This is an optimization exercise on Yosys and OpenROAD, whose aim is small area and a short achievable clock period, not a production implementation. At most, simulation tests tie the RTL to the original design; equivalence was not proved. Only the layout flow was run in runs 2 to 4; the RTL was not checked for function there. Power is estimated from default activity; no workload was simulated.

==> design/flow/design.v <==
package cmp_pkg;
    localparam int OPERAND_WIDTH = 512;
    localparam int GROUP_WIDTH = 32;
    localparam int NUM_GROUPS = OPERAND_WIDTH / GROUP_WIDTH;
    localparam int LEAF_WIDTH = 1;
    localparam int PIPE_LATENCY = 4;
    function automatic bit odd_log2(input int n);
        bit r;
        r = 1'b0;
        for (int k = n; k > 1; k = k / 2) begin
            r = ~r;
        end
        odd_log2 = r;
    endfunction
    typedef struct packed {
        logic [OPERAND_WIDTH-1:0] a;
        logic [OPERAND_WIDTH-1:0] b;
    } operand_pair_t;
    typedef struct packed {
        logic gt;
        logic eq;
        logic lt;
    } cmp_flags_t;
    typedef union packed {
        logic [2:0] code;
        cmp_flags_t flags;
    } cmp_result_u;
endpackage
`timescale 1ns/1ps
module operand_capture (
    input  cmp_pkg::operand_pair_t                operands,
    output logic [cmp_pkg::NUM_GROUPS-1:0]        gt_c,
    output logic [cmp_pkg::NUM_GROUPS-1:0]        ge_c
);
    localparam int GW = cmp_pkg::GROUP_WIDTH;
    for (genvar g = 0; g < cmp_pkg::NUM_GROUPS; g++) begin : g_grp
        group_select #(.W(GW), .LW(cmp_pkg::LEAF_WIDTH)) i_grp (
            .a    (operands.a[g*GW +: GW]),
            .b    (operands.b[g*GW +: GW]),
            .gt_o (gt_c[g]),
            .ge_o (ge_c[g])
        );
    end
endmodule
`timescale 1ns/1ps
module cmp_leaf #(
    parameter int W = 1
) (
    input  logic [W-1:0] a,
    input  logic [W-1:0] b,
    output logic         gt_n,
    output logic         ge_n
);
    assign gt_n = ~(a > b);
    assign ge_n = ~(a >= b);
endmodule
module cmp_node #(
    parameter bit INV_IN = 1'b0
) (
    input  logic gt_h,
    input  logic ge_h,
    input  logic gt_l,
    input  logic ge_l,
    output logic gt_o,
    output logic ge_o
);
    if (INV_IN) begin : g_inv
        assign gt_o = ~(gt_h & (ge_h | gt_l));
        assign ge_o = ~(gt_h & (ge_h | ge_l));
    end else begin : g_true
        assign gt_o = ~(gt_h | (ge_h & gt_l));
        assign ge_o = ~(gt_h | (ge_h & ge_l));
    end
endmodule
module gp_tree #(
    parameter int N      = 2,
    parameter bit INV_IN = 1'b0
) (
    input  logic [N-1:0] gt_in,
    input  logic [N-1:0] ge_in,
    output logic         gt_out,
    output logic         ge_out
);
    if (N == 2) begin : g_pair
        cmp_node #(.INV_IN(INV_IN)) i_node (
            .gt_h (gt_in[1]),
            .ge_h (ge_in[1]),
            .gt_l (gt_in[0]),
            .ge_l (ge_in[0]),
            .gt_o (gt_out),
            .ge_o (ge_out)
        );
    end else begin : g_split
        localparam int H = N / 2;
        localparam bit INV_MID = INV_IN ^ cmp_pkg::odd_log2(H);
        logic gt_hi, ge_hi, gt_lo, ge_lo;
        gp_tree #(.N(H), .INV_IN(INV_IN)) i_hi (
            .gt_in  (gt_in[N-1:H]),
            .ge_in  (ge_in[N-1:H]),
            .gt_out (gt_hi),
            .ge_out (ge_hi)
        );
        gp_tree #(.N(H), .INV_IN(INV_IN)) i_lo (
            .gt_in  (gt_in[H-1:0]),
            .ge_in  (ge_in[H-1:0]),
            .gt_out (gt_lo),
            .ge_out (ge_lo)
        );
        cmp_node #(.INV_IN(INV_MID)) i_node (
            .gt_h (gt_hi),
            .ge_h (ge_hi),
            .gt_l (gt_lo),
            .ge_l (ge_lo),
            .gt_o (gt_out),
            .ge_o (ge_out)
        );
    end
endmodule
`timescale 1ns/1ps
module group_select #(
    parameter int W  = 8,
    parameter int LW = 1
) (
    input  logic [W-1:0] a,
    input  logic [W-1:0] b,
    output logic         gt_o,
    output logic         ge_o
);
    localparam int NL = W / LW;
    logic [NL-1:0] gt_n, ge_n;
    for (genvar i = 0; i < NL; i++) begin : g_leaf
        cmp_leaf #(.W(LW)) i_leaf (
            .a    (a[LW*i +: LW]),
            .b    (b[LW*i +: LW]),
            .gt_n (gt_n[i]),
            .ge_n (ge_n[i])
        );
    end
    gp_tree #(.N(NL), .INV_IN(1'b1)) i_tree (
        .gt_in  (gt_n),
        .ge_in  (ge_n),
        .gt_out (gt_o),
        .ge_out (ge_o)
    );
endmodule
`timescale 1ns/1ps
module result_encode (
    input  logic                 gt,
    input  logic                 ge,
    output cmp_pkg::cmp_result_u code
);
    always_comb begin
        code.flags.gt = gt;
        code.flags.eq = ge & ~gt;
        code.flags.lt = ~ge;
    end
endmodule
`timescale 1ns/1ps
module comparator_512bit (
    input  logic                   clk,
    input  logic                   reset,
    input  logic                   in_valid,
    input  cmp_pkg::operand_pair_t operands,
    output logic                   result_valid,
    output cmp_pkg::cmp_result_u   result
);
    localparam int NG = cmp_pkg::NUM_GROUPS;
    localparam bit INV1 = ~cmp_pkg::odd_log2(cmp_pkg::GROUP_WIDTH / cmp_pkg::LEAF_WIDTH);
    localparam bit INV2 = INV1 ^ cmp_pkg::odd_log2(NG);
    logic          v1, v2, v3;
    logic [NG-1:0] gt1_c, ge1_c;
    logic [NG-1:0] gt1, ge1;
    logic          gt2_c, ge2_c;
    logic          gt2, ge2;
    logic          gt3, ge3;
    cmp_pkg::cmp_result_u code_c;
    operand_capture i_operand_capture (
        .operands (operands),
        .gt_c     (gt1_c),
        .ge_c     (ge1_c)
    );
    always_ff @(posedge clk) begin
        if (reset) v1 <= 1'b0;
        else       v1 <= in_valid;
        gt1 <= gt1_c;
        ge1 <= ge1_c;
    end
    gp_tree #(.N(NG), .INV_IN(INV1)) i_stage2 (
        .gt_in  (gt1),
        .ge_in  (ge1),
        .gt_out (gt2_c),
        .ge_out (ge2_c)
    );
    always_ff @(posedge clk) begin
        if (reset) v2 <= 1'b0;
        else       v2 <= v1;
        gt2 <= gt2_c ^ INV2;
        ge2 <= ge2_c ^ INV2;
    end
    always_ff @(posedge clk) begin
        if (reset) v3 <= 1'b0;
        else       v3 <= v2;
        gt3 <= gt2;
        ge3 <= ge2;
    end
    result_encode i_result_encode (
        .gt   (gt3),
        .ge   (ge3),
        .code (code_c)
    );
    always_ff @(posedge clk) begin
        if (reset) begin
            result_valid <= 1'b0;
            result.code  <= 3'b000;
        end else begin
            result_valid <= v3;
            if (v3) begin
                result <= code_c;
            end
        end
    end
endmodule
==> design/flow/flow/run.sh <==
#!/bin/bash
# Standard layout, with two changes: the port buffers are the smallest buffer, and the
# combinational cells start at their smallest size before floorplanning.
set -uo pipefail
HERE=$(pwd)
export BUFFER_PORTS_ARGS="-buffer_cell sky130_fd_sc_hd__buf_1"
export PRE_FLOORPLAN_TCL="$HERE/flow/downsize.tcl"
bash standard.sh > "$HERE/standard.log" 2>&1
==> design/flow/flow/downsize.tcl <==
# Set every combinational cell from synthesis to its smallest drive strength;
# the resizer steps of the flow size up again only where timing, slew or load need it.
set db [ord::get_db]
set n 0
foreach inst [[ord::get_db_block] getInsts] {
  set name [[$inst getMaster] getName]
  if {![regexp {^(sky130_fd_sc_hd__([a-z0-9]+))_([0-9]+)$} $name -> base fn size]} { continue }
  if {[regexp {^(df|dl|sdf|edf|sed|tap|fill|decap|conb|diode)} $fn]} { continue }
  if {$size <= 1} { continue }
  set small [$db findMaster ${base}_1]
  if {$small eq "NULL" || $small eq ""} { continue }
  $inst swapMaster $small
  incr n
}
puts "downsize: $n cells set to drive strength 1"
==> design/flow/standard.sh <==
#!/bin/bash
# synth_recipe.tcl (not shown) runs the flow's synth.tcl, then flattens the netlist and writes it again
# the make line also repeats each setting of config.mk as NAME=value (left out here)
make -C /OpenROAD-flow-scripts/flow DESIGN_CONFIG=/design/flow/config.mk WORK_HOME=/design/flow/orfs CLKGATE_MAP_FILE= SYNTH_SCRIPT=/design/flow/synth_recipe.tcl "${@:-finish}"
==> design/flow/config.mk <==
export PLATFORM = sky130hd
export DESIGN_NAME = comparator_512bit
export DESIGN_NICKNAME = comparator_512bit
export VERILOG_FILES = /design/flow/design.v
export SDC_FILE = /design/flow/constraint.sdc
export NUM_CORES = 4
export LEC_CHECK = 0
export CAP_MARGIN = 20
export CORE_AREA = 4 4 296 296
export DIE_AREA = 0 0 300 300
export SETUP_SLACK_MARGIN = 1.2
export SLEW_MARGIN = 20
export SYNTH_HIERARCHICAL = 1
==> design/flow/constraint.sdc <==
create_clock -name core_clock -period 2.8 [get_ports {clk}]
set_input_delay 0.5600 -clock core_clock [delete_from_list [all_inputs] [get_ports {clk}]]
set_output_delay 0.5600 -clock core_clock [all_outputs]
set_load 0.01 [all_outputs]
==> results of run 1 <==
==> how the worst min path moves through the flow <==
stage / endpoint / slack, ns / cells past startpoint
final: gt3 / 0.33 / 0
after global routing: gt3 / 0.34 / 0
after CTS: gt3 / 0.33 / 0
after detailed placement: gt3 / 0.31 / 0
after global placement: gt3 / 0.32 / 0
after floorplan: ge3 / 0.31 / 0
==> cell usage in the layout (no fill, tap or decap) <==
cell           n
clkinvlp_4     2
o21ai_2        4
a21oi_2       16
nor2b_1      513
inv_6          1
a21oi_1      322
clkbuf_16      5
o21ai_4        1
diode_2       39
o21ai_1      677
buf_4          1
a21oi_4        2
nor2_1         3
mux2i_1        3
dfxtp_1       43
nor2b_2        4
nand2b_1     512
buf_1       1030
inv_1          1
==> metal layers <==
| metal | global-route usage [%] | part of all wire (%) | vias up |
|---|---|---|---|
| met3 | 5.53 | 9.1 | 150 |
| met1 | 19.2 | 38 | 8493 |
| met2 | 30.5 | 49 | 711 |
| met4 | 5.41 | 3.4 | 30 |
| li1 | - | - | 9524 |
| met5 | 0 | 0.22 | - |
==> critical path, delay by kind of cell <==
kind                   cells  cell delay [ns]
AND/OR/NAND/NOR            1             0.12
AO/OA/AOI/OAI              5             1.08
buffers and inverters      1             0.08
==> stage by stage <==
step	cell area [µm²]	hold slack, ns	power, mW	instances	setup WS [ns]
2_1_floorplan	12500	0.310	2.04	2102	1.39
3_3_place_gp	17800	0.317	3.04	4266	0.651
3_5_place_dp	17800	0.314	3.10	4266	0.659
4_1_cts	17900	0.331	3.85	4274	1.10
5_1_grt	18100	0.336	4.20	4293	1.11
6_report	18100	0.328	3.81	4313	1.20
==> registers in the layout, summed over array words and instances (netlist names) <==
register	cells
gt1	16
result	3
ge3	1
ge2	1
gt2	1
v3	1
v2	1
ge1	16
result_valid	1
v1	1
gt3	1
==> power groups by stage <==
stage | clock, mW | combinational (mW) | sequential [mW]
5_1_grt | 0.747 | 2.79 | 0.663
2_1_floorplan | 0 | 1.38 | 0.662
6_report | 0.674 | 2.48 | 0.659
3_5_place_dp | 0 | 2.42 | 0.676
4_1_cts | 0.746 | 2.44 | 0.662
3_3_place_gp | 0 | 2.36 | 0.677
==> final cells by class <==
class	instances	area [µm²]	share of cell area (%)
flip-flops and latches	43	861	4.75
diodes	39	97.6	0.539
repair buffers	1031	3870	21.4
multi-input cells	2057	11700	64.7
well taps	1134	1420	7.83
inverters	1	3.75	0.0207
clock inverters	3	23.8	0.131
clock buffers	5	125	0.691
==> timing repair <==
action | CTS | global route
buffers inserted | 0 | 0
gates resized for setup | 5 | 25
endpoints found under the setup margin | 6 | 12
pin swaps | 0 | 5
hold buffers | 0 | 0
==> flow_summary.yaml, run 1 <==
run_status:
  status: "no timing/DRC/antenna violations"
worst_setup_path:
  cp.arrival_ns: 1.85
  r2r_end: "ge2"
  r2r-start: "ge1[7]"
  r2r_setup_slack_ns: 1.31
  start_kind: "input port"
  worstPathCellList: "buf_1 > nor2b_1 > o21ai_1 > a21oi_1 > o21ai_1 > a21oi_1 > o21ai_1"
  crit_path_top_delay_cell: "o21ai_1"
  r2r_cells: 4
  endpoint_kind: "register"
  worstPathMaxFanout: 2
  endpoint: "ge1[15]"
  critical_path_required_ns: 3.06
  path_common_cell: "o21ai_1"
  path_class: "in -> reg"
  startpoint: "operands[510]"
  cpPeakStageDelay_ns: 0.48
power:
  powerDensity_nw_per_um2: 210
  pwr-share-comb_pct: 65.0
  netSwitchingFraction_pct: 45.4
  p_seq_share_pct: 17.3
  clkPwrFrac_pct: 17.7
  internal_power_mw: 2.08
  leakage_nw: 5.29
  power.switching_mw: 1.73
  ir_drop_v: 0.000191
worst_hold_path:
  hold_class: "reg -> reg"
  hp-start: "gt2"
floorplanning:
  die_h_um: 300
  io_pins: 1031
  initial_core_util_pct: 14.8
  rows: 106
  core_area_um2: 84100
  die-area_um2: 90000
  dieWidth_um: 300
global_routing:
  antenna_found_initial: 69
  grt_pass1_wl_mm: 112
  grt_max_degree: 16
  grtUsageTotal_pct: 17.1
  grt_overflow: 0
  grt_pass1_vias: 17800
cts:
  clk_latency_ns: 0.33
  cts_max_level: 2
  cts_root_buffer: "clkbuf_16"
  clockBufferDepth: 2
  clkSinkCount: 43
  cts-buffers-inserted: 5
  cts.reportedPaths.clkPinSlew_ns: 0.08
  cts_tree: "built"
timing:
  clock_skew_ns: 0.0156
  fmax_mhz: 625
  period_minus_slack_ns: 1.60
  tns_ns: 0
  hold_viol: 0
  rsz0062_at_grt: "yes"
  drv_slew: 0
  setup_viol: 0
  worstMarginPinSlew_ns: 0.583
  final.period_utilization_pct: 57.1
  relSlewSlack_pct: 60.8
routing:
  vias: 18900
  via_per_inst: 4.38
  ant_nets: 0
  dr.pass1.iters: 6
  wl_mm: 82.8
  post_drt_wl_per_cell_um: 19.2
  drt_iter0_drc: 1156
  drc: 0
layout:
  drive_above_1_share_pct: 1.15
  fin_nets: 4166
  nFillCells: 9878
  fin_util_pct: 21.5
place:
  gp_congestion: 0.986
  dp.final_hpwl_mm: 78.3
  portBuffers: 1030
synthesis:
  synth_cells: 2102
  yosysWarnings: 8
  synth_fp_nets: 3129
job:
  cap_violations: 0
==> run 2: changes to the inputs <==
--- a/design/flow/design.v
+++ b/design/flow/design.v
@@ -1,17 +1,9 @@
 package cmp_pkg;
     localparam int OPERAND_WIDTH = 512;
-    localparam int GROUP_WIDTH = 32;
+    localparam int GROUP_WIDTH = 64;
     localparam int NUM_GROUPS = OPERAND_WIDTH / GROUP_WIDTH;
     localparam int LEAF_WIDTH = 1;
     localparam int PIPE_LATENCY = 4;
-    function automatic bit odd_log2(input int n);
-        bit r;
-        r = 1'b0;
-        for (int k = n; k > 1; k = k / 2) begin
-            r = ~r;
-        end
-        odd_log2 = r;
-    endfunction
     typedef struct packed {
         logic [OPERAND_WIDTH-1:0] a;
         logic [OPERAND_WIDTH-1:0] b;
@@ -92,7 +84,7 @@
         );
     end else begin : g_split
         localparam int H = N / 2;
-        localparam bit INV_MID = INV_IN ^ cmp_pkg::odd_log2(H);
+        localparam bit INV_MID = INV_IN ^ ($clog2(H) % 2 == 1);
         logic gt_hi, ge_hi, gt_lo, ge_lo;
         gp_tree #(.N(H), .INV_IN(INV_IN)) i_hi (
             .gt_in  (gt_in[N-1:H]),
@@ -165,8 +157,8 @@
     output cmp_pkg::cmp_result_u   result
 );
     localparam int NG = cmp_pkg::NUM_GROUPS;
-    localparam bit INV1 = ~cmp_pkg::odd_log2(cmp_pkg::GROUP_WIDTH / cmp_pkg::LEAF_WIDTH);
-    localparam bit INV2 = INV1 ^ cmp_pkg::odd_log2(NG);
+    localparam bit INV1 = ($clog2(cmp_pkg::GROUP_WIDTH / cmp_pkg::LEAF_WIDTH) % 2 == 0);
+    localparam bit INV2 = INV1 ^ ($clog2(NG) % 2 == 1);
     logic          v1, v2, v3;
     logic [NG-1:0] gt1_c, ge1_c;
     logic [NG-1:0] gt1, ge1;
==> run 2 against run 1 <==
Still clean; die area is the same; non-clock buffer count grew 1; global-route usage is essentially flat; cell count shrank 0.56%; largest power group unchanged; highest routed layer unchanged.
==> flow_summary.yaml, run 2 <==
run_status:
  status: "no timing/DRC/antenna violations"
synthesis:
  synth_fp_nets: 3113
  yosysWarnings: 8
  synth_cells: 2086
cts:
  cts.reportedPaths.clkPinSlew_ns: 0.09
  cts_max_level: 1
  cts_setup_buffers: 0
  cts-buffers-inserted: 3
  clk_latency_ns: 0.31
  ctsHoldBuffers: 0
  cts_root_buffer: "clkbuf_16"
  clkSinkCount: 27
  clockBufferDepth: 2
  cts_tree: "built"
layout:
  layout_commonest_cell: "buf_1"
  nFillCells: 9820
  reg.largest.list: "ge1 (8), gt1 (8), result (3)"
  fin_nets: 4149
  final_cell_mix: "1007 x buf_1, 575 x o21ai_1, 507 x nand2b_1, 444 x nor2b_1, 222 x a21oi_1"
  drive_above_1_share_pct: 10.6
timing:
  fin_hold_ws_ns: 0.332
  rsz0062_at_grt: "yes"
  drv_slew: 0
  period_minus_slack_ns: 1.64
  clock_skew_ns: 0.0220
  worstMarginPinSlew_ns: 0.629
  setup_ws_ns: 1.16
  hold_viol: 0
  tns_ns: 0
  relSlewSlack_pct: 57.8
  fmax_mhz: 610
  setup_viol: 0
  final.period_utilization_pct: 58.5
worst_setup_path:
  start_kind: "input port"
  critical_path_required_ns: 2.99
  worstPathMaxFanout: 2
  path_class: "in -> reg"
  r2r_setup_slack_ns: 1.50
  endpoint_kind: "register"
  cp.arrival_ns: 1.83
global_routing:
  antenna_found_initial: 71
  grtUsageTotal_pct: 17.1
  grt_pass1_vias: 17700
  grt_pass1_wl_mm: 113
  grt_overflow: 0
  grt_max_degree: 18
job:
  cap_violations: 0
power:
  netSwitchingFraction_pct: 49.7
  internal_power_mw: 1.81
  pwr-share-comb_pct: 77.5
  p_seq_share_pct: 10.8
  powerDensity_nw_per_um2: 191
  leakage_nw: 5.51
  clkPwrFrac_pct: 11.6
  ir_drop_v: 0.000230
  power.switching_mw: 1.79
place:
  portBuffers: 1030
  dpl_worst_slack_ns: 0.620
  gp_congestion: 0.988
  dp.final_hpwl_mm: 78.7
floorplanning:
  io_pins: 1031
  initial_core_util_pct: 14.4
  die-area_um2: 90000
  dieWidth_um: 300
  rows: 106
  core_area_um2: 84100
  die_h_um: 300
routing:
  drc: 0
  post_drt_wl_per_cell_um: 19.7
  via_per_inst: 4.51
  wl_mm: 84.7
  drt_iter0_drc: 1283
  vias: 19300
  ant_nets: 0
  dr.pass1.iters: 7
worst_hold_path:
  hold_class: "reg -> reg"
## run 2: what timing repair did
| action | CTS | global route |
|---|---|---|
| pin swaps | 17 | 63 |
| endpoints found under the setup margin | 12 | 16 |
| resized for setup | 76 | 288 |
## run 2: path summary, 6_finish.rpt
check,from,endpoint,cells past startpoint
max,operands[279],gt1[4],8
min,ge2,ge3,0
max reg2reg,ge1[3],ge2,3
min reg2reg,ge2,ge3,0
## run 2: critical path, cell delays in order
cell,delay [ns]
buf_1,0.08
nor2b_2,0.17
o21ai_2,0.43
a21oi_2,0.08
o21ai_1,0.15
a21oi_1,0.10
o21ai_1,0.18
a21oi_2,0.07
## run 2: stage by stage
| stage | total power [mW] | cells | area (µm²) | util, % |
|---|---|---|---|---|
| final | 3.61 | 4289 | 18900 | 22.5 |
| after global routing | 3.96 | 4273 | 18900 | 22.5 |
| after CTS | 3.38 | 4255 | 17800 | 21.2 |
| after detailed placement | 2.83 | 4251 | 17400 | 20.7 |
| after global placement | 2.77 | 4251 | 17400 | 20.7 |
| after floorplan | 1.78 | 2086 | 12100 | - |
## run 2: layer usage
layer	global-route usage, %	vias to the layer above	wire, µm
li1	-	9470	-
met4	5.58	32	2680
met1	20.1	8840	32300
met3	4.86	153	8520
met5	0	-	209
met2	29.8	827	41000
## run 2: final cells by class
type | instances | area [µm²] | area share [%]
Timing Repair Buffer | 1032 | 3920 | 20.7
Sequential cell | 27 | 541 | 2.86
Clock inverter | 1 | 8.76 | 0.0463
Inverter | 1 | 3.75 | 0.0198
Antenna cell | 34 | 85.1 | 0.450
Multi-Input combinational cell | 2057 | 12900 | 68.0
Clock buffer | 3 | 75.1 | 0.397
Tap cell | 1134 | 1420 | 7.50
## run 2: power groups by stage
stage,clock network [mW],registers (mW),logic (mW)
after CTS,0.469,0.391,2.52
after global placement,0,0.400,2.37
after global routing,0.469,0.391,3.10
after detailed placement,0,0.400,2.43
after floorplan,0,0.398,1.39
final,0.419,0.390,2.80
==> run 3: changes to the inputs <==
--- a/design/flow/design.v
+++ b/design/flow/design.v
@@ -1,6 +1,6 @@
 package cmp_pkg;
     localparam int OPERAND_WIDTH = 512;
-    localparam int GROUP_WIDTH = 64;
+    localparam int GROUP_WIDTH = 32;
     localparam int NUM_GROUPS = OPERAND_WIDTH / GROUP_WIDTH;
     localparam int LEAF_WIDTH = 1;
     localparam int PIPE_LATENCY = 4;
==> run 3 against run 2 <==
Utilization down 0.95 points; clock-buffer cell count grew 2; non-clock buffer count is 1 lower; flip-flop and latch count grew 16; power is 5.6% higher; first-iteration DRC count shrank 9.9%; worst setup slack better by 0.039 ns; cell count grew 0.56%; combinational power decreased by 11%; via count is 2.1% lower; critical path depth shrank 1; critical path type unchanged; largest power group unchanged.
==> flow_summary.yaml, run 3 <==
worst_setup_path:
  path_common_cell: "o21ai_1"
  crit_path_top_delay_cell: "o21ai_1"
  start_kind: "input port"
  path_class: "in -> reg"
  cp.arrival_ns: 1.85
  cpPeakStageDelay_ns: 0.48
  cp_top_family: "compound AO/OA/AOI/OAI gates"
  endpoint_kind: "register"
  worstPathCellList: "buf_1 > nor2b_1 > o21ai_1 > a21oi_1 > o21ai_1 > a21oi_1 > o21ai_1"
  worstPathMaxFanout: 2
  critical_path_required_ns: 3.06
  cp.buffers_inverters: 1
synthesis:
  synth_fp_nets: 3129
  yosysWarnings: 8
  synth_cells: 2102
timing:
  tns_ns: 0
  worstMarginPinSlew_ns: 0.583
  period_minus_slack_ns: 1.60
  drv_slew: 0
  setup_ws_ns: 1.20
  setup_viol: 0
  clock_skew_ns: 0.0156
  relSlewSlack_pct: 60.8
  final.period_utilization_pct: 57.1
  fmax_mhz: 625
  hold_viol: 0
  rsz0062_at_grt: "yes"
floorplanning:
  initial_core_util_pct: 14.8
  die-area_um2: 90000
  io_pins: 1031
  die_h_um: 300
  core_area_um2: 84100
  dieWidth_um: 300
  rows: 106
place:
  dp.final_hpwl_mm: 78.3
  dpl_worst_slack_ns: 0.659
  portBuffers: 1030
  gp_congestion: 0.986
routing:
  wl_met1_mm: 31.8
  wl_mm: 82.8
  wl_met2_mm: 40.5
  post_drt_wl_per_cell_um: 19.2
  top_layer: "met5"
  via_per_inst: 4.38
  drt_iter0_drc: 1156
  drc: 0
  wl_met3_mm: 7.55
  dr.pass1.iters: 6
  vias: 18900
  ant_nets: 0
run_status:
  status: "no timing/DRC/antenna violations"
cts:
  clockBufferDepth: 2
  cts.reportedPaths.clkPinSlew_ns: 0.08
  clk_latency_ns: 0.33
  cts_root_buffer: "clkbuf_16"
  cts-buffers-inserted: 5
  cts_tree: "built"
  ctsHoldBuffers: 0
  cts_setup_buffers: 0
  clkSinkCount: 43
  cts_max_level: 2
layout:
  reg.largest.list: "ge1 (16), gt1 (16), result (3)"
  drive_above_1_share_pct: 1.15
  multi_input_area_um2: 11700
  fin_nets: 4166
  regArea_um2: 861
  fin_util_pct: 21.5
  nFillCells: 9878
  layout_commonest_cell: "buf_1"
  final_cell_mix: "1030 x buf_1, 677 x o21ai_1, 513 x nor2b_1, 512 x nand2b_1, 322 x a21oi_1"
power:
  leakage_nw: 5.29
  powerDensity_nw_per_um2: 210
  ir_drop_v: 0.000191
  finalPower_mw: 3.81
global_routing:
  antenna_found_initial: 69
  grt_overflow: 0
  grt_max_degree: 16
  grt_pass1_wl_mm: 112
  grt_pass1_vias: 17800
  grtUsageTotal_pct: 17.1
worst_hold_path:
  hold_class: "reg -> reg"
job:
  cap_violations: 0
-- run 3: timing repair --
action,in CTS,in global routing
pin swaps,0,5
gates cloned,0,0
endpoints found under the setup margin,6,12
resized for setup,5,25
-- run 3: cell type report --
class | count | area share (%)
Tap cell | 1134 | 7.83
Multi-Input combinational cell | 2057 | 64.7
Sequential cell | 43 | 4.75
Clock inverter | 3 | 0.131
Inverter | 1 | 0.0207
Timing Repair Buffer | 1031 | 21.4
Antenna cell | 39 | 0.539
Clock buffer | 5 | 0.691
-- run 3: per-layer routing --
| layer | track usage (%) | vias up |
|---|---|---|
| li1 | - | 9524 |
| met1 | 19.2 | 8493 |
| met2 | 30.5 | 711 |
| met3 | 5.53 | 150 |
| met4 | 5.41 | 30 |
| met5 | 0 | - |
-- run 3: worst paths after layout --
path | from | to | cells after the start | slack, ns
max | operands[510] | ge1[15] | 7 | 1.20
min | gt2 | gt3 | 0 | 0.33
max reg2reg | ge1[7] | ge2 | 4 | 1.31
min reg2reg | gt2 | gt3 | 0 | 0.33
-- run 3: power by group --
| part | total (mW) | switching (mW) | internal (mW) |
|---|---|---|---|
| logic | 2.48 | 1.37 | 1.11 |
| registers | 0.659 | 0.0194 | 0.639 |
| clock network | 0.674 | 0.338 | 0.336 |
-- run 3: stage by stage --
| step | hold slack (ns) | area (µm²) | instances |
|---|---|---|---|
| finish | 0.328 | 18100 | 4313 |
| global route | 0.336 | 18100 | 4293 |
| CTS | 0.331 | 17900 | 4274 |
| detailed placement | 0.314 | 17800 | 4266 |
| global placement | 0.317 | 17800 | 4266 |
| floorplan | 0.310 | 12500 | 2102 |
-- run 3: worst register-to-register path, cell delays in order (launching register included) --
cell	delay (ns)
dfxtp_1	0.32
a21oi_1	0.28
o21ai_1	0.21
a21oi_1	0.28
o21ai_1	0.22
==> run 4: changes to the inputs <==
--- a/design/flow/config.mk
+++ b/design/flow/config.mk
@@ -8,6 +8,6 @@
 export CAP_MARGIN = 20
 export CORE_AREA = 4 4 296 296
 export DIE_AREA = 0 0 300 300
-export SETUP_SLACK_MARGIN = 1.2
+export SETUP_SLACK_MARGIN = 1.5
 export SLEW_MARGIN = 20
 export SYNTH_HIERARCHICAL = 1
==> run 4 against run 3 <==
Die area did not move; synthesized cell count did not move; register-to-register slack improved by 0.24 ns; utilization rose by 3.6 points; non-clock buffer count rose by 3; power rose by 19%; clock power rose by 8.6%; highest routed layer unchanged.
==> flow_summary.yaml, run 4 <==
layout:
  nFillCells: 9576
  final_cell_mix: "946 x buf_1, 492 x nand2b_1, 484 x o21ai_1, 320 x nor2b_1, 179 x a21oi_2"
  fin_util_pct: 25.1
  fin_nets: 4169
  drive_above_1_share_pct: 22.7
  reg.largest.list: "ge1 (16), gt1 (16), result (3)"
  layout_commonest_cell: "buf_1"
  final_cell_count_no_fill: 4308
power:
  ir_drop_v: 0.000234
  leakage_nw: 6.49
  powerDensity_nw_per_um2: 215
cts:
  cts.reportedPaths.clkPinSlew_ns: 0.10
  clk_latency_ns: 0.34
  cts_max_level: 2
  ctsHoldBuffers: 0
  cts-buffers-inserted: 5
  clkSinkCount: 43
  clockBufferDepth: 2
  cts_root_buffer: "clkbuf_16"
  cts_tree: "built"
timing:
  hold_viol: 0
  worstMarginPinSlew_ns: 0.342
  fmax_mhz: 752
  tns_ns: 0
  relSlewSlack_pct: 77.2
  fin_hold_ws_ns: 0.318
  drv_slew: 0
  rsz0062_at_grt: "yes"
  setup_viol: 0
  clock_skew_ns: 0.0178
  final.period_utilization_pct: 47.5
  period_minus_slack_ns: 1.33
floorplanning:
  dieWidth_um: 300
  die-area_um2: 90000
  die_h_um: 300
  io_pins: 1031
  initial_core_util_pct: 14.8
  rows: 106
  core_area_um2: 84100
routing:
  via_per_inst: 4.60
  dr.pass1.iters: 5
  post_drt_wl_per_cell_um: 21.3
  ant_nets: 0
  vias: 19800
  wl_mm: 91.8
  drt_iter0_drc: 1379
  drc: 0
global_routing:
  antenna_found_initial: 66
  grt_overflow: 0
  grt_max_degree: 17
  grt_pass1_vias: 18000
  grt_pass1_wl_mm: 119
  grtUsageTotal_pct: 18.3
worst_setup_path:
  r2r_cells: 4
  r2r_setup_slack_ns: 1.55
  worstPathMaxFanout: 2
  startpoint: "operands[119]"
  cp.arrival_ns: 1.54
  critical_path_required_ns: 3.01
  endpoint: "ge1[3]"
  path_class: "in -> reg"
  start_kind: "input port"
  endpoint_kind: "register"
  r2r-start: "ge1[3]"
  r2r_end: "gt2"
place:
  gp_congestion: 0.992
  portBuffers: 1030
  dp.final_hpwl_mm: 83.9
  dp_cells: 4265
synthesis:
  synth_cells: 2102
  synth_fp_nets: 3129
  yosysWarnings: 8
worst_hold_path:
  hold_class: "reg -> reg"
job:
  cap_violations: 0
run_status:
  status: "no timing/DRC/antenna violations"
run 4: through the flow:
stage | power [mW] | setup WS (ns) | area, µm²
global route | 4.93 | 1.38 | 21100
detailed placement | 3.14 | 0.842 | 18000
global placement | 3.09 | 0.849 | 18000
finish | 4.55 | 1.47 | 21100
floorplan | 2.07 | 1.45 | 12800
CTS | 4.11 | 1.43 | 18900
run 4: area by class of cell:
| cell class | count | area (µm²) | area share [%] |
|---|---|---|---|
| clock buffers | 5 | 125 | 0.592 |
| well taps | 1134 | 1420 | 6.71 |
| clock inverters | 3 | 26.3 | 0.124 |
| multi-input cells | 2057 | 14400 | 68.3 |
| repair buffers | 1034 | 4190 | 19.8 |
| inverters | 1 | 3.75 | 0.0178 |
| diodes | 31 | 77.6 | 0.367 |
| flip-flops and latches | 43 | 868 | 4.11 |
run 4: worst min path at each step:
| stage | start | end | slack (ns) | cells after the start |
|---|---|---|---|---|
| floorplan | ge2 | ge3 | 0.31 | 0 |
| detailed placement | gt2 | gt3 | 0.31 | 0 |
| finish | ge2 | ge3 | 0.32 | 0 |
| global placement | ge2 | ge3 | 0.32 | 0 |
| CTS | ge2 | ge3 | 0.31 | 0 |
| global route | ge2 | ge3 | 0.32 | 0 |
run 4: repair_timing:
action / 4_1_cts / 5_1_grt
endpoints found under the hold margin: 0 / 0
setup endpoints to repair: 33 / 38
pin swaps: 32 / 135
buffers inserted: 2 / 2
resized for setup: 170 / 615
run 4: routing by layer:
layer | GRT usage [%] | share of wire [%]
met2 | 32.7 | 50
met4 | 5.22 | 3.5
met1 | 21.4 | 38
met3 | 5.01 | 9.0
met5 | 0 | 0.19
run 4: worst max-delay path: stages:
cell and delay (ns):
buf_6 0.08, nor2b_4 0.20, o21ai_4 0.10, a21oi_4 0.18, o21ai_2 0.10, a21oi_4 0.21, o21ai_1 0.10
run 4: power breakdown:
part           switching [mW]  internal (mW)
clock                   0.389          0.343
combinational            1.75           1.40
sequential             0.0276          0.640
==> run 5: changes to the inputs <==
--- a/design/flow/design.v
+++ b/design/flow/design.v
@@ -4,6 +4,14 @@
     localparam int NUM_GROUPS = OPERAND_WIDTH / GROUP_WIDTH;
     localparam int LEAF_WIDTH = 1;
     localparam int PIPE_LATENCY = 4;
+    function automatic bit odd_log2(input int n);
+        bit r;
+        r = 1'b0;
+        for (int k = n; k > 1; k = k / 2) begin
+            r = ~r;
+        end
+        odd_log2 = r;
+    endfunction
     typedef struct packed {
         logic [OPERAND_WIDTH-1:0] a;
         logic [OPERAND_WIDTH-1:0] b;
@@ -84,7 +92,7 @@
         );
     end else begin : g_split
         localparam int H = N / 2;
-        localparam bit INV_MID = INV_IN ^ ($clog2(H) % 2 == 1);
+        localparam bit INV_MID = INV_IN ^ cmp_pkg::odd_log2(H);
         logic gt_hi, ge_hi, gt_lo, ge_lo;
         gp_tree #(.N(H), .INV_IN(INV_IN)) i_hi (
             .gt_in  (gt_in[N-1:H]),
@@ -157,8 +165,8 @@
     output cmp_pkg::cmp_result_u   result
 );
     localparam int NG = cmp_pkg::NUM_GROUPS;
-    localparam bit INV1 = ($clog2(cmp_pkg::GROUP_WIDTH / cmp_pkg::LEAF_WIDTH) % 2 == 0);
-    localparam bit INV2 = INV1 ^ ($clog2(NG) % 2 == 1);
+    localparam bit INV1 = ~cmp_pkg::odd_log2(cmp_pkg::GROUP_WIDTH / cmp_pkg::LEAF_WIDTH);
+    localparam bit INV2 = INV1 ^ cmp_pkg::odd_log2(NG);
     logic          v1, v2, v3;
     logic [NG-1:0] gt1_c, ge1_c;
     logic [NG-1:0] gt1, ge1;
==> design/flow/flow/run.sh (replaced) <==
#!/bin/bash
# Standard layout, with three changes: the port buffers are the smallest buffer, the
# combinational cells start at their smallest size before floorplanning, and the operand
# pins are placed in runs of positions along the die edge.
set -uo pipefail
HERE=$(pwd)
export BUFFER_PORTS_ARGS="-buffer_cell sky130_fd_sc_hd__buf_1"
export PRE_FLOORPLAN_TCL="$HERE/flow/downsize.tcl"
export PRE_IO_PLACEMENT_TCL="$HERE/flow/io.tcl"
bash standard.sh > "$HERE/standard.log" 2>&1
==> design/flow/flow/io.tcl (new file) <==
# Operand positions in runs of 32: each run's 64 pins (a and b bit of a position side by
# side, positions in order) sit together on one stretch of the die edge, so the comparison
# tree of a run can be placed next to its pins.
set die [ord::get_die_area]
set w [expr {[lindex $die 2] - [lindex $die 0]}]
set h [expr {[lindex $die 3] - [lindex $die 1]}]
# runs per edge: bottom, right, top, left
set edges {bottom right top left}
set counts {5 3 5 3}
set g 0
foreach edge $edges n $counts {
  set len [expr {($edge eq "bottom" || $edge eq "top") ? $w : $h}]
  set step [expr {($len - 10.0) / $n}]
  for {set k 0} {$k < $n} {incr k} {
    set lo [expr {5.0 + $k * $step}]
    set hi [expr {$lo + $step}]
    set pins {}
    for {set i [expr {$g * 32}]} {$i < [expr {$g * 32 + 32}]} {incr i} {
      lappend pins "operands\[[expr {512 + $i}]\]" "operands\[$i\]"
    }
    set_io_pin_constraint -pin_names $pins -region $edge:$lo-$hi
    set_io_pin_constraint -group -order -pin_names $pins
    incr g
  }
}
--- a/design/flow/config.mk
+++ b/design/flow/config.mk
@@ -6,8 +6,8 @@
 export NUM_CORES = 4
 export LEC_CHECK = 0
 export CAP_MARGIN = 20
-export CORE_AREA = 4 4 296 296
-export DIE_AREA = 0 0 300 300
-export SETUP_SLACK_MARGIN = 1.5
+export CORE_AREA = 4 4 316 316
+export DIE_AREA = 0 0 320 320
+export SETUP_SLACK_MARGIN = 1.2
 export SLEW_MARGIN = 20
 export SYNTH_HIERARCHICAL = 1
==> run 5 against run 4 <==
Worst setup slack got worse by 0.11 ns; global-route usage decreased by 11 points; via count decreased by 10%; highest routed layer is now met4.
==> flow_summary.yaml, run 5 <==
run_status:
  status: "no timing/DRC/antenna violations"
global_routing:
  busiest_layer: "met2"
  grt_overflow: 0
  antenna_found_initial: 0
  grt_pass1_wl_mm: 67.5
  grt_pass1_vias: 16800
  grt_max_degree: 16
  grt_use_met1_pct: 7.91
  grtUsageTotal_pct: 7.67
  use_met3_pct: 1.30
  grt.met2_usage_pct: 15.7
routing:
  dr.pass1.iters: 5
  drc: 0
  post_drt_wl_per_cell_um: 9.70
  drt_iter0_drc: 364
  via_per_inst: 4.02
  vias: 17800
  ant_nets: 0
  wl_mm: 42.8
place:
  dp.final_hpwl_mm: 39.7
  dpl_cell_area_um2: 17900
  dp_cells: 4407
  gp_congestion: 0.783
  portBuffers: 1030
floorplanning:
  die-area_um2: 102000
  core_area_um2: 96600
  initial_core_util_pct: 12.9
  rows: 114
  dieWidth_um: 320
  io_pins: 1031
  die_h_um: 320
layout:
  final_cell_mix: "1030 x buf_1, 682 x o21ai_1, 517 x nor2b_1, 512 x nand2b_1, 336 x a21oi_1"
  layout_commonest_cell: "buf_1"
  antenna_cells: 0
  reg.largest.list: "ge1 (16), gt1 (16), result (3)"
  nFillCells: 11200
  final_cell_count_no_fill: 4415
  drive_above_1_share_pct: 0.382
  fin_nets: 4165
  final_cell_area_um2: 18100
worst_setup_path:
  critical_path_required_ns: 3.02
  r2r_cells: 4
  start_kind: "register"
  startpoint: "ge1[15]"
  endpoint: "gt2"
  r2r_end: "gt2"
  cpPeakStageDelay_ns: 0.49
  r2r_setup_slack_ns: 1.36
  path_class: "reg -> reg"
  worstPathCellList: "a21oi_2 > o21ai_1 > a21oi_1 > o21ai_1"
  endpoint_kind: "register"
  cp.arrival_ns: 1.66
  r2r-start: "ge1[15]"
  worstPathMaxFanout: 2
  crit_path_top_delay_cell: "a21oi_2"
  path_common_cell: "o21ai_1"
timing:
  period_minus_slack_ns: 1.44
  rsz0062_at_grt: "no"
  hold_viol: 0
  final.period_utilization_pct: 51.5
  drv_slew: 0
  clock_skew_ns: 0.00841
  relSlewSlack_pct: 57.1
  fin_hold_ws_ns: 0.343
  fmax_mhz: 693
  tns_ns: 0
  setup_viol: 0
  worstMarginPinSlew_ns: 0.643
power:
  power.switching_mw: 1.54
  p_seq_share_pct: 18.3
  ir_drop_v: 0.000205
  clkPwrFrac_pct: 19.8
  powerDensity_nw_per_um2: 200
  pwr-share-comb_pct: 61.9
  internal_power_mw: 2.07
  netSwitchingFraction_pct: 42.7
  leakage_nw: 5.27
cts:
  cts.reportedPaths.clkPinSlew_ns: 0.09
  clockBufferDepth: 2
  cts_root_buffer: "clkbuf_16"
  clk_latency_ns: 0.34
  clkSinkCount: 43
  cts_tree: "built"
  cts_max_level: 2
  cts-buffers-inserted: 5
  cts_setup_buffers: 0
job:
  cap_violations: 0
worst_hold_path:
  hold_class: "reg -> reg"
  hp-start: "ge2"
synthesis:
  yosysWarnings: 8
  synth_cells: 2102
  synth_fp_nets: 3129
[run 5: changes by cell type in the layout (fill, tap and decap cells not counted), sizes merged]
cell	delta
diode	-31
clkinvlp	+2
clkinv	-1
inv	-1
clkbuf	-50
buf	+46
[run 5: routing by layer]
metal | vias to the layer above | share of wire (%) | wire (µm)
li1 | 9487 | - | -
met4 | 0 | 1.8 | 780
met1 | 7754 | 37 | 15800
met3 | 61 | 6.4 | 2750
met2 | 465 | 55 | 23500
met5 | - | 0 | 0
[run 5: final cells by class]
class                      count  area [µm²]  share of cell area [%]
timing repair buffer        1030        3870                    21.4
tap                         1276        1600                    8.83
clock inverter                 3        23.8                   0.131
clock buffer                   5         125                   0.692
sequential                    43         861                    4.76
multi-input combinational   2057       11600                    64.2
inverter                       1        3.75                  0.0208
[run 5: through the flow]
step / power (mW) / setup slack (ns) / utilization (%)
global placement: 2.86 / 0.963 / 18.6
detailed placement: 2.92 / 0.960 / 18.6
global route: 4.08 / 1.21 / 18.7
finish: 3.61 / 1.36 / 18.7
CTS: 3.74 / 1.28 / 18.7
floorplan: 2.04 / 1.39 / -
[run 5: power by group through the flow]
| stage | sequential (mW) | combinational [mW] | clock (mW) |
|---|---|---|---|
| final | 0.661 | 2.23 | 0.715 |
| after global routing | 0.665 | 2.59 | 0.824 |
| after CTS | 0.662 | 2.26 | 0.823 |
| after detailed placement | 0.675 | 2.24 | 0 |
| after global placement | 0.676 | 2.18 | 0 |
| after floorplan | 0.662 | 1.38 | 0 |
[run 5: worst min-delay path by stage]
stage / slack, ns / cells after the start / to
finish: 0.34 / 0 / ge3
global route: 0.34 / 0 / ge3
CTS: 0.35 / 0 / ge3
detailed placement: 0.32 / 0 / ge3
global placement: 0.33 / 0 / gt3
floorplan: 0.31 / 0 / ge3
[run 5: worst max-delay path, delay by kind of cell (launching register included)]
kind	cells	cell delay, ns
compound gates	4	0.96
flops	1	0.36
[run 5: what timing repair did]
action / CTS / global route
pin swaps: 0 / 0
gates resized for setup: 2 / 2
endpoints found under the setup margin: 2 / 2
hold buffers: 0 / 0
==> run 6: changes to the inputs <==
--- a/design/flow/design.v
+++ b/design/flow/design.v
@@ -2,6 +2,7 @@
     localparam int OPERAND_WIDTH = 512;
     localparam int GROUP_WIDTH = 32;
     localparam int NUM_GROUPS = OPERAND_WIDTH / GROUP_WIDTH;
+    localparam int NUM_GROUPS2 = 4;
     localparam int LEAF_WIDTH = 1;
     localparam int PIPE_LATENCY = 4;
     function automatic bit odd_log2(input int n);
@@ -164,15 +165,19 @@
     output logic                   result_valid,
     output cmp_pkg::cmp_result_u   result
 );
-    localparam int NG = cmp_pkg::NUM_GROUPS;
+    localparam int NG  = cmp_pkg::NUM_GROUPS;
+    localparam int NG2 = cmp_pkg::NUM_GROUPS2;
+    localparam int S2  = NG / NG2;
     localparam bit INV1 = ~cmp_pkg::odd_log2(cmp_pkg::GROUP_WIDTH / cmp_pkg::LEAF_WIDTH);
-    localparam bit INV2 = INV1 ^ cmp_pkg::odd_log2(NG);
-    logic          v1, v2, v3;
-    logic [NG-1:0] gt1_c, ge1_c;
-    logic [NG-1:0] gt1, ge1;
-    logic          gt2_c, ge2_c;
-    logic          gt2, ge2;
-    logic          gt3, ge3;
+    localparam bit INV2 = INV1 ^ cmp_pkg::odd_log2(S2);
+    localparam bit INV3 = INV2 ^ cmp_pkg::odd_log2(NG2);
+    logic           v1, v2, v3;
+    logic [NG-1:0]  gt1_c, ge1_c;
+    logic [NG-1:0]  gt1, ge1;
+    logic [NG2-1:0] gt2_c, ge2_c;
+    logic [NG2-1:0] gt2, ge2;
+    logic           gt3_c, ge3_c;
+    logic           gt3, ge3;
     cmp_pkg::cmp_result_u code_c;
     operand_capture i_operand_capture (
         .operands (operands),
@@ -185,23 +190,31 @@
         gt1 <= gt1_c;
         ge1 <= ge1_c;
     end
-    gp_tree #(.N(NG), .INV_IN(INV1)) i_stage2 (
-        .gt_in  (gt1),
-        .ge_in  (ge1),
-        .gt_out (gt2_c),
-        .ge_out (ge2_c)
-    );
+    for (genvar g = 0; g < NG2; g++) begin : g_stage2
+        gp_tree #(.N(S2), .INV_IN(INV1)) i_tree (
+            .gt_in  (gt1[g*S2 +: S2]),
+            .ge_in  (ge1[g*S2 +: S2]),
+            .gt_out (gt2_c[g]),
+            .ge_out (ge2_c[g])
+        );
+    end
     always_ff @(posedge clk) begin
         if (reset) v2 <= 1'b0;
         else       v2 <= v1;
-        gt2 <= gt2_c ^ INV2;
-        ge2 <= ge2_c ^ INV2;
-    end
+        gt2 <= gt2_c;
+        ge2 <= ge2_c;
+    end
+    gp_tree #(.N(NG2), .INV_IN(INV2)) i_stage3 (
+        .gt_in  (gt2),
+        .ge_in  (ge2),
+        .gt_out (gt3_c),
+        .ge_out (ge3_c)
+    );
     always_ff @(posedge clk) begin
         if (reset) v3 <= 1'b0;
         else       v3 <= v2;
-        gt3 <= gt2;
-        ge3 <= ge2;
+        gt3 <= gt3_c ^ INV3;
+        ge3 <= ge3_c ^ INV3;
     end
     result_encode i_result_encode (
         .gt   (gt3),
--- a/design/flow/config.mk
+++ b/design/flow/config.mk
@@ -8,6 +8,6 @@
 export CAP_MARGIN = 20
 export CORE_AREA = 4 4 316 316
 export DIE_AREA = 0 0 320 320
-export SETUP_SLACK_MARGIN = 1.2
+export SETUP_SLACK_MARGIN = 1.45
 export SLEW_MARGIN = 20
 export SYNTH_HIERARCHICAL = 1
==> run 6 against run 5 <==
Die area did not move; final area rose by 2.9%; first-iteration DRC count rose by 5.5%; fmax rose by 4.6%; global-route usage fell by 0.051 points; non-clock buffer count rose by 2; combinational power rose by 4%; cell count rose by 0.20%; wire length rose by 1.4%; utilization rose by 0.55 points; highest routed layer unchanged; synthesized cell count rose by 0.29%; hold slack improved by 0.10 ns.
==> flow_summary.yaml, run 6 <==
run_status:
  status: "no timing/DRC/antenna violations"
floorplanning:
  initial_core_util_pct: 13.0
  die_h_um: 320
  core_area_um2: 96600
  rows: 114
  dieWidth_um: 320
  io_pins: 1031
  die-area_um2: 102000
worst_setup_path:
  crit_path_top_delay_cell: "dfxtp_4"
  r2r_cells: 2
  r2r_setup_slack_ns: 1.72
  worstPathMaxFanout: 2
  cp.arrival_ns: 0.82
  cp.buffers_inverters: 1
  cpPeakStageDelay_ns: 0.37
  r2r-start: "ge1[12]"
  endpoint_kind: "output port"
  r2r_end: "ge2[3]"
  cp_top_family: "flip-flops"
  start_kind: "register"
  critical_path_required_ns: 2.24
  worstPathCellList: "buf_6"
  path_class: "reg -> out"
timing:
  clock_skew_ns: 0.00950
  fin_hold_ws_ns: 0.446
  rsz0062_at_grt: "yes"
  setup_viol: 0
  hold_viol: 0
  period_minus_slack_ns: 1.38
  worstMarginPinSlew_ns: 0.430
  fmax_mhz: 725
  relSlewSlack_pct: 71.3
  tns_ns: 0
  setup_ws_ns: 1.42
  drv_slew: 0
  final.period_utilization_pct: 49.2
cts:
  cts_setup_buffers: 0
  cts-buffers-inserted: 5
  cts_max_level: 2
  cts_root_buffer: "clkbuf_16"
  clk_latency_ns: 0.33
  clockBufferDepth: 2
  clkSinkCount: 49
  cts.reportedPaths.clkPinSlew_ns: 0.09
  ctsHoldBuffers: 0
  cts_tree: "built"
layout:
  drive_above_1_share_pct: 4.42
  layout_commonest_cell: "buf_1"
  final_cell_mix: "1026 x buf_1, 674 x o21ai_1, 512 x nand2b_1, 444 x nor2b_1, 299 x a21oi_1"
  reg.largest.list: "ge1 (16), gt1 (16)"
  fin_nets: 4173
worst_hold_path:
  min_to: "v3"
  hold_class: "reg -> reg"
  hold_path_depth: 1
  hp-start: "v2"
global_routing:
  grt_pass1_vias: 16700
  antenna_found_initial: 0
  grt_max_degree: 19
  grtUsageTotal_pct: 7.62
  grt_overflow: 0
  grt_pass1_wl_mm: 67.0
place:
  dpl_worst_slack_ns: 1.17
  dp.final_hpwl_mm: 39.8
  portBuffers: 1030
  gp_congestion: 0.763
routing:
  vias: 17700
  drt_iter0_drc: 384
  post_drt_wl_per_cell_um: 9.82
  drc: 0
  wl_mm: 43.4
  dr.pass1.iters: 4
  via_per_inst: 4.01
  ant_nets: 0
synthesis:
  synth_cells: 2108
  synth_fp_nets: 3135
  yosysWarnings: 8
power:
  powerDensity_nw_per_um2: 204
  leakage_nw: 5.45
  ir_drop_v: 0.000188
job:
  cap_violations: 0
run 6: repair_timing:
action | CTS | global route
hold endpoints to repair | 0 | 0
pin swaps | 0 | 2
endpoints found under the setup margin | 4 | 30
resized for setup | 13 | 59
run 6: metrics by stage:
stage          util, %  instances  area [µm²]  power (mW)
5_1_grt           19.3       4423       18600        4.28
3_3_place_gp      18.9       4415       18200        2.97
3_5_place_dp      18.9       4415       18200        3.03
2_1_floorplan        -       2108       12700        2.14
6_report          19.3       4424       18600        3.80
4_1_cts           19.1       4423       18400        3.87
run 6: routing by layer:
metal  wire length, µm  vias up  global-route usage [%]
met4               755        0                    1.96
met5                 0        -                       0
met2             24400      481                    15.9
met1             15500     7671                    7.58
li1                  -     9520                       -
met3              2750       59                    1.27
run 6: worst max-delay path by stage:
stage                              from        end  slack, ns  depth (start not counted)
after floorplan            operands[31]     gt1[0]       1.44                          6
after detailed placement  operands[271]     ge1[8]       1.17                          7
after global routing          result[1]  result[1]       1.37                          1
after CTS                     result[1]  result[1]       1.36                          1
after global placement    operands[359]    gt1[11]       1.19                          7
final                         result[1]  result[1]       1.42                          1
run 6: area by class of cell:
type	instances	area [µm²]
antenna	1	2.50
clock buffer	5	125
clock inverter	3	28.8
fill	11200	77900
inverter	1	3.75
multi-input combinational	2057	12000
sequential	49	990
tap	1276	1600
timing repair buffer	1032	3910
run 6: power by group:
part / switching [mW] / total (mW) / internal [mW]
clock network: 0.386 / 0.732 / 0.346
logic: 1.20 / 2.32 / 1.13
registers: 0.0228 / 0.746 / 0.723
total: 1.60 / 3.80 / 2.20
==> run 7: changes to the inputs <==
--- a/design/flow/config.mk
+++ b/design/flow/config.mk
@@ -8,6 +8,6 @@
 export CAP_MARGIN = 20
 export CORE_AREA = 4 4 316 316
 export DIE_AREA = 0 0 320 320
-export SETUP_SLACK_MARGIN = 1.45
+export SETUP_SLACK_MARGIN = 1.2
 export SLEW_MARGIN = 20
 export SYNTH_HIERARCHICAL = 1
==> run 7 against run 6 <==
Final area down 2.3%; utilization fell by 0.44 points; wire length shrank 1.9%; clock skew decreased by 0.0041 ns; non-clock buffer count down 2; hold slack improved by 0.0094 ns; critical path type unchanged; critical endpoint is now result[2]; largest cell class unchanged; largest power group unchanged.
==> flow_summary.yaml, run 7 <==
routing:
  wl_mm: 42.6
  drt_iter0_drc: 376
  dr.pass1.iters: 4
  drc: 0
  via_per_inst: 4.00
  post_drt_wl_per_cell_um: 9.64
  ant_nets: 0
  vias: 17700
place:
  portBuffers: 1030
  dpl_worst_slack_ns: 1.08
  gp_congestion: 0.768
  dp.final_hpwl_mm: 39.5
layout:
  final_cell_mix: "1030 x buf_1, 682 x o21ai_1, 517 x nor2b_1, 512 x nand2b_1, 340 x a21oi_1"
  reg.largest.list: "ge1 (16), gt1 (16)"
  antenna_cells: 0
  drive_above_1_share_pct: 0.254
  layout_commonest_cell: "buf_1"
  fin_nets: 4171
worst_setup_path:
  crit_path_top_delay_cell: "dfxtp_1"
  critical_path_required_ns: 2.24
  cpPeakStageDelay_ns: 0.35
  r2r-start: "ge2[3]"
  start_kind: "register"
  worstPathCellList: "buf_1"
  cp.buffers_inverters: 1
  startpoint: "result[2]"
  cp_top_family: "flip-flops"
  endpoint_kind: "output port"
  cp.arrival_ns: 0.83
  worstPathMaxFanout: 2
  path_class: "reg -> out"
cts:
  cts_tree: "built"
  ctsHoldBuffers: 0
  clkSinkCount: 49
  clk_latency_ns: 0.33
  cts_root_buffer: "clkbuf_16"
  cts.reportedPaths.clkPinSlew_ns: 0.08
  cts_max_level: 2
  cts_resized: 0
  cts-buffers-inserted: 5
  clockBufferDepth: 2
  cts_setup_buffers: 0
job:
  cap_violations: 0
timing:
  worstMarginPinSlew_ns: 0.716
  setup_viol: 0
  final.period_utilization_pct: 49.7
  period_minus_slack_ns: 1.39
  clock_skew_ns: 0.00544
  relSlewSlack_pct: 52.3
  rsz0062_at_grt: "no"
  drv_slew: 0
  hold_viol: 0
  tns_ns: 0
  setup_ws_ns: 1.41
  fmax_mhz: 719
synthesis:
  synth_cells: 2108
  yosysWarnings: 8
  synth_fp_nets: 3135
power:
  powerDensity_nw_per_um2: 203
  finalPower_mw: 3.69
  ir_drop_v: 0.000192
  leakage_nw: 5.32
floorplanning:
  initial_core_util_pct: 13.0
  die-area_um2: 102000
  io_pins: 1031
  core_area_um2: 96600
  dieWidth_um: 320
  die_h_um: 320
  rows: 114
global_routing:
  grt_pass1_vias: 17000
  grt_pass1_wl_mm: 67.9
  grt_overflow: 0
  antenna_found_initial: 2
  grtUsageTotal_pct: 7.70
  grt_max_degree: 18
run_status:
  status: "no timing/DRC/antenna violations"
worst_hold_path:
  hold_class: "reg -> reg"
  hp-start: "v2"
## run 7: final cells by class
type	instances	area, µm²
Inverter	1	3.75
Clock inverter	3	26.3
Sequential cell	49	981
Clock buffer	5	125
Timing Repair Buffer	1030	3870
Fill cell	11200	78400
Tap cell	1276	1600
Multi-Input combinational cell	2057	11600
## run 7: path summary, 6_finish.rpt
kind	slack, ns	to	cells after the start
setup / recovery	1.41	result[2]	1
hold / removal	0.46	v3	1
setup reg to reg	1.60	gt3	2
hold reg to reg	0.46	v3	1
## run 7: metrics by stage
step / hold WS (ns) / utilization (%) / cell area [µm²] / cells
5_1_grt: 0.428 / 18.8 / 18200 / 4421
6_report: 0.455 / 18.8 / 18200 / 4421
2_1_floorplan: 0.414 / - / 12600 / 2108
3_5_place_dp: 0.426 / 18.7 / 18000 / 4413
3_3_place_gp: 0.421 / 18.7 / 18000 / 4413
4_1_cts: 0.413 / 18.8 / 18200 / 4421
## run 7: power breakdown
| part | internal [mW] | switching, mW | total (mW) | leakage (nW) |
|---|---|---|---|---|
| registers | 0.724 | 0.0224 | 0.747 | 0.398 |
| clock network | 0.340 | 0.376 | 0.716 | 0.0680 |
| logic | 1.09 | 1.14 | 2.23 | 4.85 |
| total | 2.16 | 1.54 | 3.69 | 5.32 |
## run 7: layer usage
layer  vias up  global-route usage [%]  part of all wire (%)  wire length [µm]
li1       9492                       -                     -                 -
met1      7670                    7.66                    36             15200
met2       463                    16.1                    56             23800
met3        57                    1.32                   6.5              2790
met4         0                    2.08                   1.8               772
met5         -                       0                     0                 0
==> run 8: changes to the inputs <==
--- a/design/flow/flow/run.sh
+++ b/design/flow/flow/run.sh
@@ -7,4 +7,5 @@
 export BUFFER_PORTS_ARGS="-buffer_cell sky130_fd_sc_hd__buf_1"
 export PRE_FLOORPLAN_TCL="$HERE/flow/downsize.tcl"
 export PRE_IO_PLACEMENT_TCL="$HERE/flow/io.tcl"
+export CTS_ARGS="-sink_clustering_enable -repair_clock_nets -dont_use_dummy_load -buf_list {sky130_fd_sc_hd__clkbuf_4 sky130_fd_sc_hd__clkbuf_8}"
 bash standard.sh > "$HERE/standard.log" 2>&1
==> run 8 against run 7 <==
Sequential power barely moved; critical path depth unchanged; worst setup slack worse by 0.061 ns; clock skew rose by 0.013 ns; clock power down 33%.
==> flow_summary.yaml, run 8 <==
routing:
  via_per_inst: 4.00
  wl_mm: 42.6
  ant_nets: 0
  dr.pass1.iters: 4
  post_drt_wl_per_cell_um: 9.64
  vias: 17700
  drt_iter0_drc: 378
  drc: 0
global_routing:
  grt_pass1_vias: 17000
  grt_max_degree: 18
  grt_pass1_wl_mm: 67.9
  grt_overflow: 0
  grtUsageTotal_pct: 7.70
  antenna_found_initial: 2
layout:
  regArea_um2: 981
  layout_commonest_cell: "buf_1"
  drive_above_1_share_pct: 0.159
  final_cell_count_no_fill: 4419
  fin_nets: 4171
  nFillCells: 11200
  final_cell_mix: "1030 x buf_1, 682 x o21ai_1, 517 x nor2b_1, 512 x nand2b_1, 340 x a21oi_1"
  reg.largest.list: "ge1 (16), gt1 (16)"
  multi_input_area_um2: 11600
synthesis:
  synth_cells: 2108
  yosysWarnings: 8
  synth_fp_nets: 3135
cts:
  cts_tree: "built"
  ctsHoldBuffers: 0
  cts_setup_buffers: 0
  cts_root_buffer: "clkbuf_8"
  clockBufferDepth: 2
  cts-buffers-inserted: 5
  cts_resized: 0
  cts_max_level: 2
  clk_latency_ns: 0.37
  clkSinkCount: 49
  cts.reportedPaths.clkPinSlew_ns: 0.12
place:
  dp_cells: 4413
  portBuffers: 1030
  dp.final_hpwl_mm: 39.5
  gp_congestion: 0.768
worst_setup_path:
  cp.buffers_inverters: 1
  critical_path_required_ns: 2.24
  endpoint_kind: "output port"
  cp.arrival_ns: 0.89
  cp_top_family: "flip-flops"
  crit_path_top_delay_cell: "dfxtp_1"
  worstPathCellList: "buf_1"
  cpPeakStageDelay_ns: 0.36
  start_kind: "register"
  path_class: "reg -> out"
  worstPathMaxFanout: 2
floorplanning:
  initial_core_util_pct: 13.0
  die-area_um2: 102000
  die_h_um: 320
  core_area_um2: 96600
  dieWidth_um: 320
  rows: 114
  io_pins: 1031
power:
  leakage_nw: 5.29
  ir_drop_v: 0.000152
  powerDensity_nw_per_um2: 191
  finalPower_mw: 3.45
timing:
  drv_slew: 0
  relSlewSlack_pct: 52.2
  tns_ns: 0
  rsz0062_at_grt: "no"
  worstMarginPinSlew_ns: 0.716
  setup_viol: 0
  final.period_utilization_pct: 51.9
  period_minus_slack_ns: 1.45
  fmax_mhz: 688
  clock_skew_ns: 0.0187
  hold_viol: 0
worst_hold_path:
  hold_class: "in -> reg"
run_status:
  status: "no timing/DRC/antenna violations"
job:
  cap_violations: 0
[run 8: power by group]
part	leakage, nW	switching (mW)	internal, mW
clock	0.0360	0.315	0.163
sequential	0.398	0.0224	0.725
combinational	4.85	1.14	1.09
[run 8: per-layer routing]
| layer | GRT usage (%) | vias to the layer above | part of all wire (%) |
|---|---|---|---|
| met3 | 1.32 | 57 | 6.5 |
| met5 | 0 | - | 0 |
| met4 | 2.08 | 0 | 1.8 |
| li1 | - | 9488 | - |
| met2 | 16.1 | 463 | 56 |
| met1 | 7.61 | 7669 | 36 |
[run 8: metrics by stage]
stage          setup WS (ns)  cell area (µm²)  hold slack [ns]  utilization [%]
6_report                1.35            18100            0.407             18.8
5_1_grt                 1.24            18100            0.344             18.8
4_1_cts                 1.27            18100            0.331             18.8
3_5_place_dp            1.08            18000            0.426             18.7
3_3_place_gp            1.09            18000            0.421             18.7
2_1_floorplan           1.39            12600            0.414                -
[run 8: final timing paths]
kind	startpoint	to	slack (ns)	depth (start not counted)
max	result[2]	result[2]	1.35	1
min	in_valid	v1	0.41	2
max reg2reg	ge2[3]	gt3	1.62	2
min reg2reg	v2	v3	0.46	1
[run 8: final cells by class]
type | instances | share of cell area [%]
Antenna cell | 1 | 0.0138
Clock buffer | 5 | 0.380
Inverter | 1 | 0.0207
Multi-Input combinational cell | 2057 | 64.0
Sequential cell | 49 | 5.42
Tap cell | 1276 | 8.81
Timing Repair Buffer | 1030 | 21.3
==> run 9: changes to the inputs <==
==> design/flow/flow/run.sh (replaced) <==
#!/bin/bash
# Standard layout, with these changes: the input port buffers are the smallest buffer, the
# output ports get a stronger buffer and stronger registers, the combinational cells start
# at their smallest size before floorplanning, and the operand pins are placed in runs of
# positions along the die edge.
set -uo pipefail
HERE=$(pwd)
export BUFFER_PORTS_ARGS="-inputs -buffer_cell sky130_fd_sc_hd__buf_1"
export PRE_GLOBAL_PLACE_TCL="$HERE/flow/outbuf.tcl"
export PRE_FLOORPLAN_TCL="$HERE/flow/downsize.tcl"
export PRE_IO_PLACEMENT_TCL="$HERE/flow/io.tcl"
bash standard.sh > "$HERE/standard.log" 2>&1
==> design/flow/flow/outbuf.tcl (new file) <==
# Buffer the output ports with a stronger buffer than the input ports get, and give the
# registers that drive them a stronger drive, since the outputs are due early in the cycle.
buffer_ports -outputs -buffer_cell sky130_fd_sc_hd__buf_4
set db [ord::get_db]
set block [ord::get_db_block]
set ff4 [$db findMaster sky130_fd_sc_hd__dfxtp_4]
foreach bt [$block getBTerms] {
  if {[$bt getIoType] ne "OUTPUT"} { continue }
  set buf ""
  foreach it [[$bt getNet] getITerms] {
    if {[$it isOutputSignal]} { set buf [$it getInst] }
  }
  if {$buf eq ""} { continue }
  foreach it [$buf getITerms] {
    if {![$it isInputSignal]} { continue }
    foreach d [[$it getNet] getITerms] {
      if {![$d isOutputSignal]} { continue }
      set ff [$d getInst]
      if {[[$ff getMaster] getName] eq "sky130_fd_sc_hd__dfxtp_1"} {
        $ff swapMaster $ff4
        puts "outbuf: [$ff getName] set to dfxtp_4"
      }
    }
  }
}
==> run 9 against run 8 <==
Wire length is 0.14% lower; non-clock buffer count down 4; register-to-register slack got worse by 0.03 ns; combinational power is essentially flat; highest routed layer unchanged; sequential share of layout area rose by 0.056 points; critical path type is now in -> reg; synthesized cell count did not move.
==> flow_summary.yaml, run 9 <==
run_status:
  status: "no timing/DRC/antenna violations"
routing:
  post_drt_wl_per_cell_um: 9.62
  wl_mm: 42.5
  ant_nets: 0
  vias: 17700
  drc: 0
  dr.pass1.iters: 4
  drt_iter0_drc: 403
  via_per_inst: 4.01
cts:
  clockBufferDepth: 2
  cts_tree: "built"
  ctsHoldBuffers: 0
  cts_resized: 0
  cts.reportedPaths.clkPinSlew_ns: 0.08
  cts_root_buffer: "clkbuf_16"
  clk_latency_ns: 0.33
  clkSinkCount: 49
  cts_setup_buffers: 0
  cts-buffers-inserted: 5
  cts_max_level: 2
global_routing:
  grtUsageTotal_pct: 7.58
  grt_pass1_wl_mm: 66.9
  antenna_found_initial: 1
  grt_pass1_vias: 16800
  grt_max_degree: 18
  grt_overflow: 0
layout:
  fin_util_pct: 18.8
  fin_nets: 4167
  nFillCells: 11200
  reg.largest.list: "ge1 (16), gt1 (16)"
  layout_commonest_cell: "buf_1"
  final_cell_area_um2: 18200
  final_cell_mix: "1026 x buf_1, 682 x o21ai_1, 517 x nor2b_1, 512 x nand2b_1, 340 x a21oi_1"
  drive_above_1_share_pct: 0.382
  final_cell_count_no_fill: 4420
place:
  dpl_worst_slack_ns: 1.10
  gp_congestion: 0.765
  dp.final_hpwl_mm: 39.4
  dp_cells: 4409
  portBuffers: 1030
  dpl_cell_area_um2: 18000
timing:
  worstMarginPinSlew_ns: 0.757
  rsz0062_at_grt: "no"
  setup_ws_ns: 1.46
  fmax_mhz: 744
  tns_ns: 0
  period_minus_slack_ns: 1.34
  hold_viol: 0
  clock_skew_ns: 0.0118
  setup_viol: 0
  final.period_utilization_pct: 48.0
  drv_slew: 0
  fin_hold_ws_ns: 0.451
  relSlewSlack_pct: 49.6
power:
  powerDensity_nw_per_um2: 203
  ir_drop_v: 0.000203
  finalPower_mw: 3.70
  leakage_nw: 5.32
worst_setup_path:
  startpoint: "operands[415]"
  endpoint_kind: "register"
  r2r-start: "ge2[3]"
  cp.arrival_ns: 1.56
  start_kind: "input port"
  path_class: "in -> reg"
  critical_path_required_ns: 3.02
  worstPathMaxFanout: 2
worst_hold_path:
  hold_class: "reg -> reg"
  hp-start: "v1"
synthesis:
  synth_cells: 2108
  yosysWarnings: 8
  synth_fp_nets: 3135
floorplanning:
  die-area_um2: 102000
  dieWidth_um: 320
  rows: 114
  io_pins: 1031
  initial_core_util_pct: 13.0
  core_area_um2: 96600
  die_h_um: 320
job:
  cap_violations: 0
-- run 9: area by class of cell --
class                      instances  area (µm²)  share of cell area [%]
timing repair buffer            1026        3850                    21.2
multi-input combinational       2057       11600                    63.7
inverter                           1        3.75                  0.0206
clock buffer                       5         125                   0.687
antenna                            3        7.51                  0.0412
tap                             1276        1600                    8.77
clock inverter                     3        26.3                   0.144
sequential                        49         996                    5.47
-- run 9: worst paths after layout --
check | to | slack (ns) | cells after the start
setup / recovery | gt1[12] | 1.46 | 7
hold / removal | v2 | 0.45 | 1
setup reg to reg | gt3 | 1.59 | 2
hold reg to reg | v2 | 0.45 | 1
-- run 9: per-layer routing --
layer / vias up / routed length, µm / track usage [%] / part of all wire [%]
met2: 489 / 23600 / 15.7 / 55
met1: 7672 / 15400 / 7.58 / 36
met5: - / 0 / 0 / 0
li1: 9494 / - / - / -
met3: 59 / 2810 / 1.39 / 6.6
met4: 0 / 777 / 2.08 / 1.8
-- run 9: power breakdown --
part	switching, mW	total (mW)	leakage [nW]	internal (mW)
registers	0.0238	0.745	0.402	0.721
logic	1.14	2.23	4.85	1.09
clock network	0.380	0.720	0.0680	0.341
-- run 9: critical path, cell delays in order --
cell,delay [ns]
buf_1,0.08
nor2b_1,0.17
o21ai_1,0.10
a21oi_1,0.22
o21ai_1,0.12
a21oi_1,0.21
o21ai_1,0.10

## static timing again, ports no longer ideal
The flow's constraints put no driver on any port. The routed layouts listed below were extracted and timed again, unchanged, in two steps. Step 1: set_driving_cell puts a clkbuf_16 on clk and a buf_2 on each other input, an assumption about the parent block. Step 2, shift: input delay + t, output delay - t, t = (earliest + latest rising clock arrival at the registers) / 2. This alone moves slack from input paths to output paths. a / b / c = no drivers / after step 1 / after step 2; a / b = the first two.
run | t, ns | setup slack, ns | worst data-port slew with drivers (ns)
run 1 | 0.370 | 1.200 / 1.228 / 0.858 | 0.39
run 2 | 0.346 | 1.162 / 1.170 / 0.824 | 0.24
run 3 | 0.370 | 1.200 / 1.228 / 0.858 | 0.39
run 4 | 0.378 | 1.470 / 1.329 / 0.951 | 0.29
run 5 | 0.377 | 1.358 / 1.358 / 1.023 | 0.11
run 6 | 0.379 | 1.422 / 1.370 / 1.128 | 0.07
run 7 | 0.378 | 1.408 / 1.359 / 1.102 | 0.06
run 8 | 0.409 | 1.347 / 1.299 / 1.103 | 0.06
run 9 | 0.380 | 1.457 / 1.481 / 1.101 | 0.06
After both steps setup and hold are still met in every run listed. The setup slack of run 4, which loses most, moves by -0.141 ns with the drivers and by -0.519 ns with both steps.
